From an optimization exercise on the open Yosys and OpenROAD flow, aimed at small area, a short achievable clock period and few clock cycles; shortcuts taken in it are not production practice. Only simulation tests tie the RTL to the original design; equivalence was not proved. Power and IR drop assume default switching activity.

==> flow/design.v (excerpt) <==
module cobs_crc_frame_receiver_core (
  input  logic       clk,
  input  logic       rst,
  input  logic       s_axis_tvalid,
  output logic       s_axis_tready,
  input  logic [7:0] s_axis_tdata,   
  input  logic [0:0] s_axis_tuser,   
  output logic       m_axis_tvalid,
  input  logic       m_axis_tready,
  output logic [7:0] m_axis_tdata,   
  output logic [7:0] m_axis_tuser,   
  output logic       m_axis_tlast
);
==> flow/config.mk <==
export PLATFORM = sky130hd
export DESIGN_NAME = cobs_crc_frame_receiver_core
export DESIGN_NICKNAME = cobs_crc_frame_receiver_core
export VERILOG_FILES = /design/flow/design.v
export SDC_FILE = /design/flow/constraint.sdc
export NUM_CORES = 4
export LEC_CHECK = 0
export CAP_MARGIN = 20
export CORE_MARGIN = 2
export CORE_UTILIZATION = 40
export CTS_BUF_LIST = sky130_fd_sc_hd__clkbuf_8
export CTS_CLUSTER_DIAMETER = 50
export CTS_CLUSTER_SIZE = 15
export SETUP_SLACK_MARGIN = 5
export SLEW_MARGIN = 20
==> flow/constraint.sdc <==
create_clock -name core_clock -period 8.0 [get_ports {clk}]
set_input_delay 1.6000 -clock core_clock [delete_from_list [all_inputs] [get_ports {clk}]]
set_output_delay 1.6000 -clock core_clock [all_outputs]
set_load 0.01 [all_outputs]
run.sh (not shown) runs the stock make flow with config.mk's settings and CLKGATE_MAP_FILE= SYNTH_SCRIPT=/design/flow/synth_recipe.tcl, a recipe that flattens the netlist after the stock synthesis.
The baseline passed the timing, design-rule and antenna checks.
Testbench counts at the start, summed over its fixed seeds: cycles 15,433.
Next try:
--- a/flow/design.v
+++ b/flow/design.v
@@ -159,17 +159,16 @@
   input  logic       rst,
   input  logic       in_v,
   input  logic       wr_ok,        
   input  logic       q_full,       
   output logic       hold,         
   input  logic       in_r,
   input  logic [7:0] in_b,
   input  logic       in_z,         
-  input  logic       in_one,       
   output logic       wr_en,        
   output logic       wr_start,     
   output logic [7:0] wr_data,
   output logic       commit,       
   output logic       drop,         
   output logic       doom,         
   output logic       push,         
   output logic [6:0] desc
@@ -258,17 +257,17 @@
       dst  <= 1'b0;
       over <= 1'b0;
       rsp  <= '0;
     end else if (ev_store) begin
       ecnt    <= ecnt + 8'd1;
       ecnt_nz <= 1'b1;
       if (is_code) begin
         rem   <= in_b - 8'd1;
-        rem_z <= in_one;
+        rem_z <= (in_b == 8'd1);
       end else begin
         rem   <= rem - 8'd1;
         rem_z <= (rem == 8'd1);
       end
       if (d_emit) begin
         rsp <= is_code ? 7'd0 : ccfr_pkg::rsp_next(rsp, in_b);
         if (!dst) begin
           dst  <= 1'b1;
@@ -301,17 +300,16 @@
   output logic       m_axis_tlast
 );
   logic       rdy_q;
   logic       acc;
   logic       in_v;
   logic       in_r;
   logic [7:0] in_b;
   logic       in_z;
-  logic       in_one;
   logic [7:0] in_b_n;
   logic       sk_v;
   logic       sk_r;
   logic [7:0] sk_b;
   logic       hold;
   logic       proc;
   logic       in_v_n;
   logic       sk_v_n;
@@ -337,17 +335,16 @@
     end else begin
       in_v  <= in_v_n;
       sk_v  <= sk_v_n;
       rdy_q <= !(in_v_n && sk_v_n);
     end
     if (proc || !in_v) begin
       in_b   <= in_b_n;
       in_z   <= (in_b_n == 8'd0);
-      in_one <= (in_b_n == 8'd1);
       in_r   <= sk_v ? sk_r : s_axis_tuser[0];
     end
     if (!sk_v || proc) begin
       sk_b <= s_axis_tdata;
       sk_r <= s_axis_tuser[0];
     end
   end
   logic       wr_ok;
@@ -365,17 +362,16 @@
     .rst       (rst),
     .in_v      (in_v),
     .wr_ok     (wr_ok),
     .q_full    (q_full),
     .hold      (hold),
     .in_r      (in_r),
     .in_b      (in_b),
     .in_z      (in_z),
-    .in_one    (in_one),
     .wr_en     (wr_en),
     .wr_start  (wr_start),
     .wr_data   (wr_data),
     .commit    (commit),
     .drop      (drop),
     .doom      (doom),
     .push      (push),
     .desc      (desc)
@@ -385,17 +381,16 @@
   logic [6:0] ph_n;      
   logic [6:0] head;      
   logic [6:0] fs;        
   logic       fw;        
   logic [7:0] rd_data;
   function automatic logic [6:0] inc(input logic [6:0] a);
     inc = (a == 7'(N - 1)) ? 7'd0 : a + 7'd1;
   endfunction
-  assign ph_n = inc(ph);
   ccfr_ram #(.WIDTH(8), .DEPTH(N)) u_ram (
     .clk   (clk),
     .we    (wr_en),
     .wdata (wr_data),
     .rdata (rd_data)
   );
   logic [13:0] dq0, dq1;
   logic [1:0]  dcnt;
@@ -437,17 +432,17 @@
       else if (emit && orem == 6'd1) oact <= 1'b0;
     end
   end
   always_ff @(posedge clk) begin
     if (emit) begin
       m_axis_tdata <= rd_data;
       m_axis_tlast <= (orem == 6'd1);
       orem         <= orem - 6'd1;
-      rs           <= inc(rs);
+      rs           <= inc(ph_n);
     end else if (start_frame) begin
       m_axis_tdata <= rd_data;
       m_axis_tuser <= {1'b1, dq0[6:4], 4'd0};
       m_axis_tlast <= 1'b0;
       orem         <= ccfr_pkg::kind_len_m1(dq0[6:4]);
       rs           <= inc(ph_n);
     end else if (pop) begin
       m_axis_tdata <= 8'd0;
@@ -460,19 +455,21 @@
   logic sync_w;
   assign live   = oact || g0 || g1 || fw;
   assign full   = (oact && (rs == ph)) || (g0 && (dq0[13:7] == ph)) || (g1 && (dq1[13:7] == ph));
   assign sync_w = (ph == head) && !full;
   assign wr_ok  = sync_w || (wr_start && !live);
   always_ff @(posedge clk) begin
     if (rst) begin
       ph   <= '0;
+      ph_n <= 7'd1;
       head <= '0;
       fw   <= 1'b0;
     end else begin
-      ph <= ph_n;
+      ph   <= ph_n;
+      ph_n <= inc(ph_n);
       if (drop || commit || doom) fw <= 1'b0;
       else if (wr_en)     fw <= 1'b1;
       if (wr_en || ((!fw || drop || commit || doom) && (sync_w || !live))) head <= ph_n;
     end
     if (wr_en && wr_start) fs <= ph;
   end
 endmodule
The changed run went through all stages and came out clean.
Synthesized cell count drops by 1.5%.
Core utilization barely changes.
Global-route usage shrinks by 0.20 points.
Via count goes down by 1.0%.
Hold slack improved by 0.0051 ns.
Worst setup slack improved by 0.014 ns.
Area after synthesis drops by 1.1%.
Non-clock buffer count goes down by 18.
Wire length is higher by 0.80%.
Clock power climbs by about 10%.
Die area shrinks by 1.1%.
Final cell count drops by 1.5%.
Count of clock-buffer cells in the layout increases by 7.
Total power grows by 2.8%.
Testbench counts after the change, summed over its fixed seeds: cycles 15,433.

[re-timing with driven ports]
Ports are ideal in the flow. The routed layouts listed here were re-timed in OpenROAD. Step 1 assumes that a clkbuf_16 drives the clock port and a buf_2 every other input. Step 2 times the ports against the registers' clock, not the clock port: input delays grow and output delays shrink by t, the midpoint of the rising clock arrivals with the driver on. Three values: no drivers, after step 1, after step 2; two values: the first two.
| run | shift t [ns] | setup slack, ns | hold WS [ns] | clock arrival spread, ns |
|---|---|---|---|---|
| the first run | 0.696 | 4.946 / 4.946 / 4.432 | 0.305 / 0.305 / 0.305 | 0.063 / 0.062 |
| the second run | 0.712 | 4.960 / 4.957 / 4.437 | 0.310 / 0.310 / 0.310 | 0.040 / 0.039 |
After both steps setup and hold are still met in every run listed. The setup slack of the second run, which loses most, moves by -0.003 ns with the drivers and by -0.523 ns with both steps.
